Source: an optimization exercise on an open RTL-to-GDS flow (aim: small area, a short achievable clock period and few clock cycles per item). Production flows keep margins and buffers that such runs may drop.
Only simulation tests tie the RTL to the original design; equivalence was not proved.
No activity file was given, so power comes from the tool's default toggle rates.

==> inputs of run A <==
==> flow/design.v <==
`timescale 1ns/1ps
`default_nettype none
module mini_mips_core (
    input  wire         clk,
    input  wire         rst,
    input  wire  [31:0] boot_addr,
    output logic        imem_req,
    output logic [31:0] imem_addr,
    input  wire         imem_ack,
    input  wire  [31:0] imem_data,
    output logic        wb_valid,
    output logic [4:0]  wb_addr,
    output logic [31:0] wb_data
);
    logic        req_q;
    logic [31:0] pc_q;
    logic        fire;
    assign fire      = req_q & imem_ack;
    assign imem_req  = req_q;
    assign imem_addr = pc_q;
    always_ff @(posedge clk) begin
        if (rst) begin
            req_q <= 1'b1;
        end else if (fire) begin
            req_q <= 1'b0;
        end else if (!imem_ack) begin
            req_q <= 1'b1;
        end
    end
    always_ff @(posedge clk) begin
        if (rst) begin
            pc_q <= boot_addr;
        end else if (fire) begin
            pc_q <= {pc_q[31:2] + 30'd1, pc_q[1:0]};
        end
    end
    logic [31:0] ir;
    always_ff @(posedge clk) begin
        if (fire) begin
            ir <= imem_data;
        end
    end
    logic v1, v2;
    always_ff @(posedge clk) begin
        if (rst) begin
            v1 <= 1'b0;
            v2 <= 1'b0;
        end else begin
            v1 <= fire;
            v2 <= v1;
        end
    end
    logic [5:0]  opcode, funct;
    logic [15:0] imm;
    logic        rtype, known;
    logic [4:0]  dest;
    logic s_add, s_sub, s_slt, s_sltu, s_and, s_or, s_xor, s_nor, s_sll, s_srl, s_lui;
    assign opcode = ir[31:26];
    assign funct  = ir[5:0];
    assign imm    = ir[15:0];
    assign rtype  = (opcode == 6'h00);
    assign dest   = rtype ? ir[15:11] : ir[20:16];
    always_comb begin
        s_add = 1'b0; s_sub = 1'b0; s_slt = 1'b0; s_sltu = 1'b0;
        s_and = 1'b0; s_or = 1'b0; s_xor = 1'b0; s_nor = 1'b0;
        s_sll = 1'b0; s_srl = 1'b0; s_lui = 1'b0;
        known = 1'b1;
        case (opcode)
            6'h00: begin
                case (funct)
                    6'h00: s_sll  = 1'b1;
                    6'h02: s_srl  = 1'b1;
                    6'h21: s_add  = 1'b1;
                    6'h23: s_sub  = 1'b1;
                    6'h24: s_and  = 1'b1;
                    6'h25: s_or   = 1'b1;
                    6'h26: s_xor  = 1'b1;
                    6'h27: s_nor  = 1'b1;
                    6'h2a: s_slt  = 1'b1;
                    6'h2b: s_sltu = 1'b1;
                    default: known = 1'b0;
                endcase
            end
            6'h09: s_add = 1'b1;
            6'h0a: s_slt = 1'b1;
            6'h0c: s_and = 1'b1;
            6'h0d: s_or  = 1'b1;
            6'h0e: s_xor = 1'b1;
            6'h0f: s_lui = 1'b1;
            default: known = 1'b0;
        endcase
    end
    logic       ex_we;
    logic [4:0] ex_dest;
    logic [4:0] ex_sh;
    logic [4:0] ex_rot;
    logic       e_add, e_sub, e_slt, e_sltu, e_and, e_or, e_xor, e_nor, e_sll, e_srl, e_lui;
    always_ff @(posedge clk) begin
        if (rst) begin
            ex_we <= 1'b0;
        end else begin
            ex_we <= v2 && known && (dest != 5'd0);
        end
    end
    always_ff @(posedge clk) begin
        ex_dest <= dest;
        ex_sh   <= ir[10:6];
        ex_rot  <= funct[1] ? 5'(6'd32 - {1'b0, ir[10:6]}) : ir[10:6];
        e_add   <= s_add | s_sub;
        e_sub   <= s_sub;
        e_slt   <= s_slt;
        e_sltu  <= s_sltu;
        e_and   <= s_and;
        e_or    <= s_or;
        e_xor   <= s_xor;
        e_nor   <= s_nor;
        e_sll   <= s_sll;
        e_srl   <= s_srl;
        e_lui   <= s_lui;
    end
    logic [31:0] regs [1:31];
    logic [31:0] wdata;
    logic        rst_q;
    logic [31:1] we_q;
    always_ff @(posedge clk) begin
        rst_q <= rst;
        for (int i = 1; i < 32; i++) begin
            we_q[i] <= rst || (ex_we && ex_dest == 5'(i));
        end
    end
    assign wdata = rst_q ? 32'h0 : wb_data;
    always_ff @(posedge clk) begin
        for (int i = 1; i < 32; i++) begin
            if (we_q[i]) begin
                regs[i] <= wdata;
            end
        end
    end
    logic [4:0]  raddr_d;
    logic        imm_d, byp_d;
    logic [31:1] rsel;
    logic        sel_wb, sel_ilo, sel_isx, sel_ihi;
    logic [31:0] rdata;
    assign raddr_d = fire ? imem_data[25:21] : ir[20:16];
    assign imm_d   = v1 && !rtype;
    assign byp_d   = !imm_d && ex_we && (ex_dest == raddr_d);
    always_ff @(posedge clk) begin
        for (int i = 1; i < 32; i++) begin
            rsel[i] <= (raddr_d == 5'(i)) && !imm_d && !byp_d;
        end
        sel_wb  <= byp_d;
        sel_ilo <= imm_d && (opcode[2:0] != 3'b111);
        sel_isx <= imm_d && (opcode[2:0] == 3'b001 || opcode[2:0] == 3'b010);
        sel_ihi <= imm_d && (opcode[2:0] == 3'b111);
    end
    always_comb begin
        rdata = ({32{sel_wb}} & wb_data)
              | {({16{sel_ihi}} & imm) | {16{sel_isx & imm[15]}}, {16{sel_ilo}} & imm};
        for (int i = 1; i < 32; i++) begin
            rdata = rdata | ({32{rsel[i]}} & regs[i]);
        end
    end
    logic [31:0] x_q, y_q;
    logic [31:0] result;
    logic        fwd;
    logic        inv;
    always_ff @(posedge clk) begin
        fwd <= v1 && ex_we && (ex_dest == ir[25:21]);
        inv <= v1 && (s_sub || s_slt || s_sltu);
    end
    always_ff @(posedge clk) begin
        x_q <= rdata;
        y_q <= (fwd ? wb_data : x_q) ^ {32{inv}};
    end
    logic [31:0] g [0:5];
    logic [31:0] p [0:5];
    logic [31:0] c;
    logic [31:0] pn;
    logic [31:0] sum;
    logic        c31, p31, slt, sltu;
    assign g[0] = y_q & x_q;
    assign p[0] = y_q | x_q;
    assign pn   = y_q ^ x_q ^ {32{e_sub}};
    genvar lv, b;
    generate
        for (lv = 0; lv < 5; lv++) begin : g_lv
            for (b = 0; b < 32; b++) begin : g_b
                if (b >= (1 << lv)) begin : g_op
                    assign g[lv+1][b] = g[lv][b] | (p[lv][b] & g[lv][b - (1 << lv)]);
                    assign p[lv+1][b] = p[lv][b] & p[lv][b - (1 << lv)];
                end else begin : g_pass
                    assign g[lv+1][b] = g[lv][b];
                    assign p[lv+1][b] = p[lv][b];
                end
            end
        end
    endgenerate
    assign c    = {g[5][30:0], 1'b0};
    assign sum  = pn ^ c;
    assign c31  = c[31];
    assign p31  = y_q[31] ^ x_q[31];
    assign sltu = p31 ? c31 : y_q[31];
    assign slt  = p31 ? c31 : ~y_q[31];
    logic [63:0] rot2;
    logic [31:0] rot;
    logic [31:0] lmask, rmask, shres;
    assign rot2 = {x_q, x_q} << ex_rot;
    assign rot  = rot2[63:32];
    always_comb begin
        for (int i = 0; i < 32; i++) begin
            lmask[i]      = (5'(i) >= ex_sh);
            rmask[31 - i] = lmask[i];
        end
    end
    assign shres = rot & (({32{e_sll}} & lmask) | ({32{e_srl}} & rmask));
    assign result = ({32{e_add}} & sum)
                  | {31'h0, (e_slt & slt) | (e_sltu & sltu)}
                  | ({32{e_and}} & (y_q & x_q))
                  | ({32{e_or}}  & (y_q | x_q))
                  | ({32{e_xor}} & (y_q ^ x_q))
                  | ({32{e_nor}} & ~(y_q | x_q))
                  | shres
                  | ({32{e_lui}} & x_q);
    always_ff @(posedge clk) begin
        if (rst) begin
            wb_valid <= 1'b0;
        end else begin
            wb_valid <= ex_we;
        end
    end
    always_ff @(posedge clk) begin
        wb_addr <= ex_dest;
        wb_data <= result;
    end
endmodule
`default_nettype wire
==> flow/flow/run.sh <==
#!/bin/bash
# Own flow: the standard ORFS layout, except that the buffers that
# buffer_ports puts on every input and output port are buf_4 cells (the
# default choice here is a delay cell, clkdlybuf4s50_1, which the
# footprint-matching resizer can then not swap for a faster buffer).
# Synthesis is the standard synthesis, unchanged.
set -euo pipefail
bash standard.sh synth > synth.log 2>&1
export BUFFER_PORTS_ARGS="-buffer_cell sky130_fd_sc_hd__buf_4"
bash standard.sh finish > layout.log 2>&1
==> flow/standard.sh <==
#!/bin/bash
# synth_recipe.tcl (not shown) runs the flow's synth.tcl, then flattens the netlist and writes it again
# the make line also repeats each setting of config.mk as NAME=value (left out here)
make -C /OpenROAD-flow-scripts/flow DESIGN_CONFIG=/design/flow/config.mk WORK_HOME=/design/flow/orfs CLKGATE_MAP_FILE= SYNTH_SCRIPT=/design/flow/synth_recipe.tcl "${@:-finish}"
==> flow/config.mk <==
export PLATFORM = sky130hd
export DESIGN_NAME = mini_mips_core
export DESIGN_NICKNAME = mini_mips_core
export VERILOG_FILES = /design/flow/design.v
export SDC_FILE = /design/flow/constraint.sdc
export NUM_CORES = 4
export LEC_CHECK = 0
export CAP_MARGIN = 20
export CORE_MARGIN = 2
export CORE_UTILIZATION = 60
export CTS_CLUSTER_DIAMETER = 80
export CTS_CLUSTER_SIZE = 25
export PLACE_DENSITY = 0.7
export SETUP_SLACK_MARGIN = 3.6
export SLEW_MARGIN = 20
==> flow/constraint.sdc <==
create_clock -name core_clock -period 6.0 [get_ports {clk}]
set_input_delay 1.2000 -clock core_clock [delete_from_list [all_inputs] [get_ports {clk}]]
set_output_delay 1.2000 -clock core_clock [all_outputs]
set_load 0.01 [all_outputs]
==> inputs of run Z, as changes to run A <==
--- a/flow/design.v
+++ b/flow/design.v
@@ -27,11 +27,18 @@
             req_q <= 1'b1;
         end
     end
+    logic [31:2] pc_ones;
+    always_comb begin
+        pc_ones[2] = 1'b1;
+        for (int i = 3; i < 32; i++) begin
+            pc_ones[i] = pc_ones[i-1] & pc_q[i-1];
+        end
+    end
     always_ff @(posedge clk) begin
         if (rst) begin
             pc_q <= boot_addr;
-        end else if (fire) begin
-            pc_q <= {pc_q[31:2] + 30'd1, pc_q[1:0]};
+        end else begin
+            pc_q[31:2] <= pc_q[31:2] ^ (pc_ones & {30{fire}});
         end
     end
     logic [31:0] ir;
@@ -102,6 +109,16 @@
             ex_we <= v2 && known && (dest != 5'd0);
         end
     end
+    logic       e2_we;
+    logic [4:0] e2_dest;
+    always_ff @(posedge clk) begin
+        if (rst) begin
+            e2_we <= 1'b0;
+        end else begin
+            e2_we <= ex_we;
+        end
+        e2_dest <= ex_dest;
+    end
     always_ff @(posedge clk) begin
         ex_dest <= dest;
         ex_sh   <= ir[10:6];
@@ -121,47 +138,45 @@
     logic [31:0] regs [1:31];
     logic [31:0] wdata;
     logic        rst_q;
-    logic [31:1] we_q;
     always_ff @(posedge clk) begin
         rst_q <= rst;
+    end
+    assign wdata = rst_q ? 32'h0 : wb_data;
+    always_ff @(posedge clk) begin
         for (int i = 1; i < 32; i++) begin
-            we_q[i] <= rst || (ex_we && ex_dest == 5'(i));
-        end
-    end
-    assign wdata = rst_q ? 32'h0 : wb_data;
-    always_ff @(posedge clk) begin
-        for (int i = 1; i < 32; i++) begin
-            if (we_q[i]) begin
+            if (rst_q || (wb_valid && wb_addr == 5'(i))) begin
                 regs[i] <= wdata;
             end
         end
     end
     logic [4:0]  raddr_d;
-    logic        imm_d, byp_d;
+    logic        imm_d, bye_d, byw_d;
     logic [31:1] rsel;
-    logic        sel_wb, sel_ilo, sel_isx, sel_ihi;
+    logic        sel_e2, sel_wb, sel_ilo, sel_isx, sel_ihi;
     logic [31:0] rdata;
+    logic [31:0] result2;
     assign raddr_d = fire ? imem_data[25:21] : ir[20:16];
     assign imm_d   = v1 && !rtype;
-    assign byp_d   = !imm_d && ex_we && (ex_dest == raddr_d);
+    assign bye_d   = !imm_d && ex_we && (ex_dest == raddr_d);
+    assign byw_d   = !imm_d && !bye_d && e2_we && (e2_dest == raddr_d);
     always_ff @(posedge clk) begin
         for (int i = 1; i < 32; i++) begin
-            rsel[i] <= (raddr_d == 5'(i)) && !imm_d && !byp_d;
-        end
-        sel_wb  <= byp_d;
+            rsel[i] <= (raddr_d == 5'(i)) && !imm_d && !bye_d && !byw_d;
+        end
+        sel_e2  <= bye_d;
+        sel_wb  <= byw_d;
         sel_ilo <= imm_d && (opcode[2:0] != 3'b111);
-        sel_isx <= imm_d && (opcode[2:0] == 3'b001 || opcode[2:0] == 3'b010);
+        sel_isx <= imm_d && (opcode[2:0] == 3'b001 || opcode[2:0] == 3'b010) && imm[15];
         sel_ihi <= imm_d && (opcode[2:0] == 3'b111);
     end
     always_comb begin
-        rdata = ({32{sel_wb}} & wb_data)
-              | {({16{sel_ihi}} & imm) | {16{sel_isx & imm[15]}}, {16{sel_ilo}} & imm};
+        rdata = ({32{sel_e2}} & result2) | ({32{sel_wb}} & wb_data)
+              | {({16{sel_ihi}} & imm) | {16{sel_isx}}, {16{sel_ilo}} & imm};
         for (int i = 1; i < 32; i++) begin
             rdata = rdata | ({32{rsel[i]}} & regs[i]);
         end
     end
     logic [31:0] x_q, y_q;
-    logic [31:0] result;
     logic        fwd;
     logic        inv;
     always_ff @(posedge clk) begin
@@ -170,22 +185,22 @@
     end
     always_ff @(posedge clk) begin
         x_q <= rdata;
-        y_q <= (fwd ? wb_data : x_q) ^ {32{inv}};
-    end
-    logic [31:0] g [0:5];
-    logic [31:0] p [0:5];
-    logic [31:0] c;
+        y_q <= (fwd ? result2 : x_q) ^ {32{inv}};
+    end
+    logic [31:0] g [0:4];
+    logic [31:0] p [0:4];
+    logic [31:0] c0, c1;      
     logic [31:0] pn;
-    logic [31:0] sum;
-    logic        c31, p31, slt, sltu;
+    logic [31:0] s0, s1;      
+    logic        p31, slt0, slt1, sltu0, sltu1;
     assign g[0] = y_q & x_q;
     assign p[0] = y_q | x_q;
     assign pn   = y_q ^ x_q ^ {32{e_sub}};
     genvar lv, b;
     generate
-        for (lv = 0; lv < 5; lv++) begin : g_lv
+        for (lv = 0; lv < 4; lv++) begin : g_lv
             for (b = 0; b < 32; b++) begin : g_b
-                if (b >= (1 << lv)) begin : g_op
+                if ((b % 16) >= (1 << lv)) begin : g_op
                     assign g[lv+1][b] = g[lv][b] | (p[lv][b] & g[lv][b - (1 << lv)]);
                     assign p[lv+1][b] = p[lv][b] & p[lv][b - (1 << lv)];
                 end else begin : g_pass
@@ -195,12 +210,15 @@
             end
         end
     endgenerate
-    assign c    = {g[5][30:0], 1'b0};
-    assign sum  = pn ^ c;
-    assign c31  = c[31];
-    assign p31  = y_q[31] ^ x_q[31];
-    assign sltu = p31 ? c31 : y_q[31];
-    assign slt  = p31 ? c31 : ~y_q[31];
+    assign c0 = {g[4][30:16], 1'b0, g[4][14:0], 1'b0};
+    assign c1 = {g[4][30:16] | p[4][30:16], 1'b1, g[4][14:0], 1'b0};
+    assign s0 = pn ^ c0;
+    assign s1 = pn ^ c1;
+    assign p31   = y_q[31] ^ x_q[31];
+    assign sltu0 = p31 ? c0[31] : y_q[31];
+    assign sltu1 = p31 ? c1[31] : y_q[31];
+    assign slt0  = p31 ? c0[31] : ~y_q[31];
+    assign slt1  = p31 ? c1[31] : ~y_q[31];
     logic [63:0] rot2;
     logic [31:0] rot;
     logic [31:0] lmask, rmask, shres;
@@ -213,24 +231,34 @@
         end
     end
     assign shres = rot & (({32{e_sll}} & lmask) | ({32{e_srl}} & rmask));
-    assign result = ({32{e_add}} & sum)
-                  | {31'h0, (e_slt & slt) | (e_sltu & sltu)}
-                  | ({32{e_and}} & (y_q & x_q))
-                  | ({32{e_or}}  & (y_q | x_q))
-                  | ({32{e_xor}} & (y_q ^ x_q))
-                  | ({32{e_nor}} & ~(y_q | x_q))
-                  | shres
-                  | ({32{e_lui}} & x_q);
+    logic [31:0] rest;
+    assign rest = ({32{e_and}} & (y_q & x_q))
+                | ({32{e_or}}  & (y_q | x_q))
+                | ({32{e_xor}} & (y_q ^ x_q))
+                | ({32{e_nor}} & ~(y_q | x_q))
+                | shres
+                | ({32{e_lui}} & x_q);
+    logic [15:0] r_lo, r_h0, r_h1;
+    logic        r_c16, r_cmp0, r_cmp1;
+    always_ff @(posedge clk) begin
+        r_lo   <= e_add ? s0[15:0]  : rest[15:0];
+        r_h0   <= e_add ? s0[31:16] : rest[31:16];
+        r_h1   <= e_add ? s1[31:16] : rest[31:16];
+        r_c16  <= g[4][15];
+        r_cmp0 <= (e_slt & slt0) | (e_sltu & sltu0);
+        r_cmp1 <= (e_slt & slt1) | (e_sltu & sltu1);
+    end
+    assign result2 = {r_c16 ? r_h1 : r_h0, r_lo[15:1], r_lo[0] | (r_c16 ? r_cmp1 : r_cmp0)};
     always_ff @(posedge clk) begin
         if (rst) begin
             wb_valid <= 1'b0;
         end else begin
-            wb_valid <= ex_we;
-        end
-    end
-    always_ff @(posedge clk) begin
-        wb_addr <= ex_dest;
-        wb_data <= result;
+            wb_valid <= e2_we;
+        end
+    end
+    always_ff @(posedge clk) begin
+        wb_addr <= e2_dest;
+        wb_data <= result2;
     end
 endmodule
 `default_nettype wire
--- a/flow/config.mk
+++ b/flow/config.mk
@@ -7,9 +7,9 @@
 export LEC_CHECK = 0
 export CAP_MARGIN = 20
 export CORE_MARGIN = 2
-export CORE_UTILIZATION = 60
+export CORE_UTILIZATION = 50
 export CTS_CLUSTER_DIAMETER = 80
 export CTS_CLUSTER_SIZE = 25
-export PLACE_DENSITY = 0.7
-export SETUP_SLACK_MARGIN = 3.6
+export PLACE_DENSITY = 0.65
+export SETUP_SLACK_MARGIN = 3.55
 export SLEW_MARGIN = 20
==> inputs of run R, as changes to run A <==
--- a/flow/design.v
+++ b/flow/design.v
@@ -54,6 +54,7 @@
     logic [15:0] imm;
     logic        rtype, known;
     logic [4:0]  dest;
+    logic [31:0] immx;
     logic s_add, s_sub, s_slt, s_sltu, s_and, s_or, s_xor, s_nor, s_sll, s_srl, s_lui;
     assign opcode = ir[31:26];
     assign funct  = ir[5:0];
@@ -90,6 +91,13 @@
             default: known = 1'b0;
         endcase
     end
+    always_comb begin
+        case (opcode[2:0])
+            3'b001, 3'b010: immx = {{16{imm[15]}}, imm};    
+            3'b111:         immx = {imm, 16'h0000};         
+            default:        immx = {16'h0000, imm};         
+        endcase
+    end
     logic       ex_we;
     logic [4:0] ex_dest;
     logic [4:0] ex_sh;
@@ -107,7 +115,7 @@
         ex_sh   <= ir[10:6];
         ex_rot  <= funct[1] ? 5'(6'd32 - {1'b0, ir[10:6]}) : ir[10:6];
         e_add   <= s_add | s_sub;
-        e_sub   <= s_sub;
+        e_sub   <= s_sub | s_slt | s_sltu;
         e_slt   <= s_slt;
         e_sltu  <= s_sltu;
         e_and   <= s_and;
@@ -120,90 +128,62 @@
     end
     logic [31:0] regs [1:31];
     logic [31:0] wdata;
-    logic        rst_q;
-    logic [31:1] we_q;
-    always_ff @(posedge clk) begin
-        rst_q <= rst;
+    logic [4:0]  raddr;
+    logic [4:0]  raddr_d;
+    logic [31:1] rsel;
+    logic [31:0] rf_out;
+    logic [31:0] rdata;
+    assign wdata = rst ? 32'h0 : wb_data;
+    always_ff @(posedge clk) begin
         for (int i = 1; i < 32; i++) begin
-            we_q[i] <= rst || (ex_we && ex_dest == 5'(i));
-        end
-    end
-    assign wdata = rst_q ? 32'h0 : wb_data;
-    always_ff @(posedge clk) begin
-        for (int i = 1; i < 32; i++) begin
-            if (we_q[i]) begin
+            if (rst || (wb_valid && wb_addr == 5'(i))) begin
                 regs[i] <= wdata;
             end
         end
     end
-    logic [4:0]  raddr_d;
-    logic        imm_d, byp_d;
-    logic [31:1] rsel;
-    logic        sel_wb, sel_ilo, sel_isx, sel_ihi;
-    logic [31:0] rdata;
     assign raddr_d = fire ? imem_data[25:21] : ir[20:16];
-    assign imm_d   = v1 && !rtype;
-    assign byp_d   = !imm_d && ex_we && (ex_dest == raddr_d);
-    always_ff @(posedge clk) begin
+    always_ff @(posedge clk) begin
+        raddr <= raddr_d;
         for (int i = 1; i < 32; i++) begin
-            rsel[i] <= (raddr_d == 5'(i)) && !imm_d && !byp_d;
-        end
-        sel_wb  <= byp_d;
-        sel_ilo <= imm_d && (opcode[2:0] != 3'b111);
-        sel_isx <= imm_d && (opcode[2:0] == 3'b001 || opcode[2:0] == 3'b010);
-        sel_ihi <= imm_d && (opcode[2:0] == 3'b111);
-    end
-    always_comb begin
-        rdata = ({32{sel_wb}} & wb_data)
-              | {({16{sel_ihi}} & imm) | {16{sel_isx & imm[15]}}, {16{sel_ilo}} & imm};
+            rsel[i] <= (raddr_d == 5'(i));
+        end
+    end
+    always_comb begin
+        rf_out = 32'h0;
         for (int i = 1; i < 32; i++) begin
-            rdata = rdata | ({32{rsel[i]}} & regs[i]);
-        end
-    end
+            rf_out = rf_out | ({32{rsel[i]}} & regs[i]);
+        end
+    end
+    assign rdata = (wb_valid && wb_addr == raddr) ? wb_data : rf_out;
     logic [31:0] x_q, y_q;
     logic [31:0] result;
     logic        fwd;
-    logic        inv;
-    always_ff @(posedge clk) begin
-        fwd <= v1 && ex_we && (ex_dest == ir[25:21]);
-        inv <= v1 && (s_sub || s_slt || s_sltu);
-    end
-    always_ff @(posedge clk) begin
-        x_q <= rdata;
-        y_q <= (fwd ? wb_data : x_q) ^ {32{inv}};
-    end
-    logic [31:0] g [0:5];
-    logic [31:0] p [0:5];
-    logic [31:0] c;
-    logic [31:0] pn;
-    logic [31:0] sum;
-    logic        c31, p31, slt, sltu;
-    assign g[0] = y_q & x_q;
-    assign p[0] = y_q | x_q;
-    assign pn   = y_q ^ x_q ^ {32{e_sub}};
-    genvar lv, b;
-    generate
-        for (lv = 0; lv < 5; lv++) begin : g_lv
-            for (b = 0; b < 32; b++) begin : g_b
-                if (b >= (1 << lv)) begin : g_op
-                    assign g[lv+1][b] = g[lv][b] | (p[lv][b] & g[lv][b - (1 << lv)]);
-                    assign p[lv+1][b] = p[lv][b] & p[lv][b - (1 << lv)];
-                end else begin : g_pass
-                    assign g[lv+1][b] = g[lv][b];
-                    assign p[lv+1][b] = p[lv][b];
-                end
-            end
-        end
-    endgenerate
-    assign c    = {g[5][30:0], 1'b0};
-    assign sum  = pn ^ c;
-    assign c31  = c[31];
-    assign p31  = y_q[31] ^ x_q[31];
-    assign sltu = p31 ? c31 : y_q[31];
-    assign slt  = p31 ? c31 : ~y_q[31];
+    always_ff @(posedge clk) begin
+        fwd <= v1 && ex_we && (ex_dest == raddr);
+    end
+    logic [31:0] x_d;
+    assign x_d = (v2 && !rtype) ? immx : rdata;
+    always_ff @(posedge clk) begin
+        x_q <= x_d ^ {32{v2 && (s_sub || s_slt || s_sltu)}};
+        y_q <= fwd ? wb_data : x_q;
+    end
+    logic        sub;
+    logic [32:0] sum;
+    logic        slt, sltu;
     logic [63:0] rot2;
     logic [31:0] rot;
     logic [31:0] lmask, rmask, shres;
+    assign sub  = e_sub;    
+    logic [31:0] xs;
+    logic [32:0] lo_c;
+    logic        c31, p31;
+    assign xs   = x_q;
+    assign lo_c = {1'b0, y_q[30:0], 1'b1} + {1'b0, xs[30:0], sub};
+    assign c31  = lo_c[32];
+    assign p31  = y_q[31] ^ xs[31];
+    assign sum  = {(y_q[31] & xs[31]) | (p31 & c31), p31 ^ c31, lo_c[31:1]};
+    assign sltu = ~sum[32];
+    assign slt  = p31 ? ~c31 : y_q[31];
     assign rot2 = {x_q, x_q} << ex_rot;
     assign rot  = rot2[63:32];
     always_comb begin
@@ -213,7 +193,7 @@
         end
     end
     assign shres = rot & (({32{e_sll}} & lmask) | ({32{e_srl}} & rmask));
-    assign result = ({32{e_add}} & sum)
+    assign result = ({32{e_add}} & sum[31:0])
                   | {31'h0, (e_slt & slt) | (e_sltu & sltu)}
                   | ({32{e_and}} & (y_q & x_q))
                   | ({32{e_or}}  & (y_q | x_q))
==> flow/run.sh (new file) <==
#!/bin/bash
# synth_recipe.tcl (not shown) runs the flow's synth.tcl, then flattens the netlist and writes it again
# the make line also repeats each setting of config.mk as NAME=value (left out here)
make -C /OpenROAD-flow-scripts/flow DESIGN_CONFIG=/design/flow/config.mk WORK_HOME=/design/flow/orfs CLKGATE_MAP_FILE= SYNTH_SCRIPT=/design/flow/synth_recipe.tcl finish
==> flow/config.mk (replaced) <==
export PLATFORM = sky130hd
export DESIGN_NAME = mini_mips_core
export DESIGN_NICKNAME = mini_mips_core
export VERILOG_FILES = /design/flow/design.v
export SDC_FILE = /design/flow/constraint.sdc
export NUM_CORES = 4
export LEC_CHECK = 0
export CAP_MARGIN = 20
export CORE_MARGIN = 2
export CORE_UTILIZATION = 40
export SETUP_SLACK_MARGIN = 3.4
export SLEW_MARGIN = 20
removed: flow/flow/run.sh
removed: flow/standard.sh
==> notes.md <==
Quantity of gates resized following cts: run A 186; run Z 133; run R 482
EDFF count, synth: run A 1056; run Z 1026; run R 1051
Static Leak: run A 19.89 nW; run Z 20.44 nW; run R 21.12 nW
P_sw: run A 4.628 mW; run Z 4.799 mW; run R 5.598 mW
Post-synthesis cell type count: run A 75; run Z 72; run R 72
Combinational power: run A 2.37 mW; run Z 2.28 mW; run R 3.02 mW
Pwr/cell area: run A 313.3 nW/um2; run Z 313.1 nW/um2; run R 351.5 nW/um2
Rows: run A 105; run Z 117; run R 128
Result of the run: run A no timing/DRC/antenna violations; run Z no timing/DRC/antenna violations; run R no timing/DRC/antenna violations
Count of plain and timing-repair buffers in the layout: run A 317; run Z 274; run R 365
Antenna violations before repair: run A 15; run Z 9; run R 5
Synthesis warning total: run A 4; run Z 4; run R 2
Footprint of the multi-input gates: run A 13800 um2; run Z 14960 um2; run R 14770 um2
Testbench counts of run A, summed over its fixed seeds: cycles 11,934, instrs 4,800.
Testbench counts of run Z, summed over its fixed seeds: cycles 11,942, instrs 4,800.
Testbench counts of run R, summed over its fixed seeds: cycles 11,934, instrs 4,800.

[separate check: timing with driven ports]
The results above use ideal ports. As a check the final layouts listed here were re-extracted and re-timed, cells and wires unchanged. Step 1: set_driving_cell puts a clkbuf_16 on clk and a buf_2 on each other input, an assumption about the parent block. Step 2 also shifts input and output timing later by t, the mid clock arrival at the registers, as if the neighbouring blocks saw the same clock. Slacks: ideal ports / drivers / drivers and shift; pairs: ideal ports / drivers.
| run | t, ns | setup slack, ns | worst setup path after step 2 |
|---|---|---|---|
| run A | 0.752 | 3.059 / 3.059 / 3.049 | input to register |
| run Z | 0.734 | 3.500 / 3.500 / 2.831 | input to register |
| run R | 0.816 | 3.085 / 3.085 / 2.598 | input to register |
After both steps every run listed still meets setup and hold. The setup slack of run Z, which loses most, moves by 0.000 ns with the drivers and by -0.669 ns with both steps.
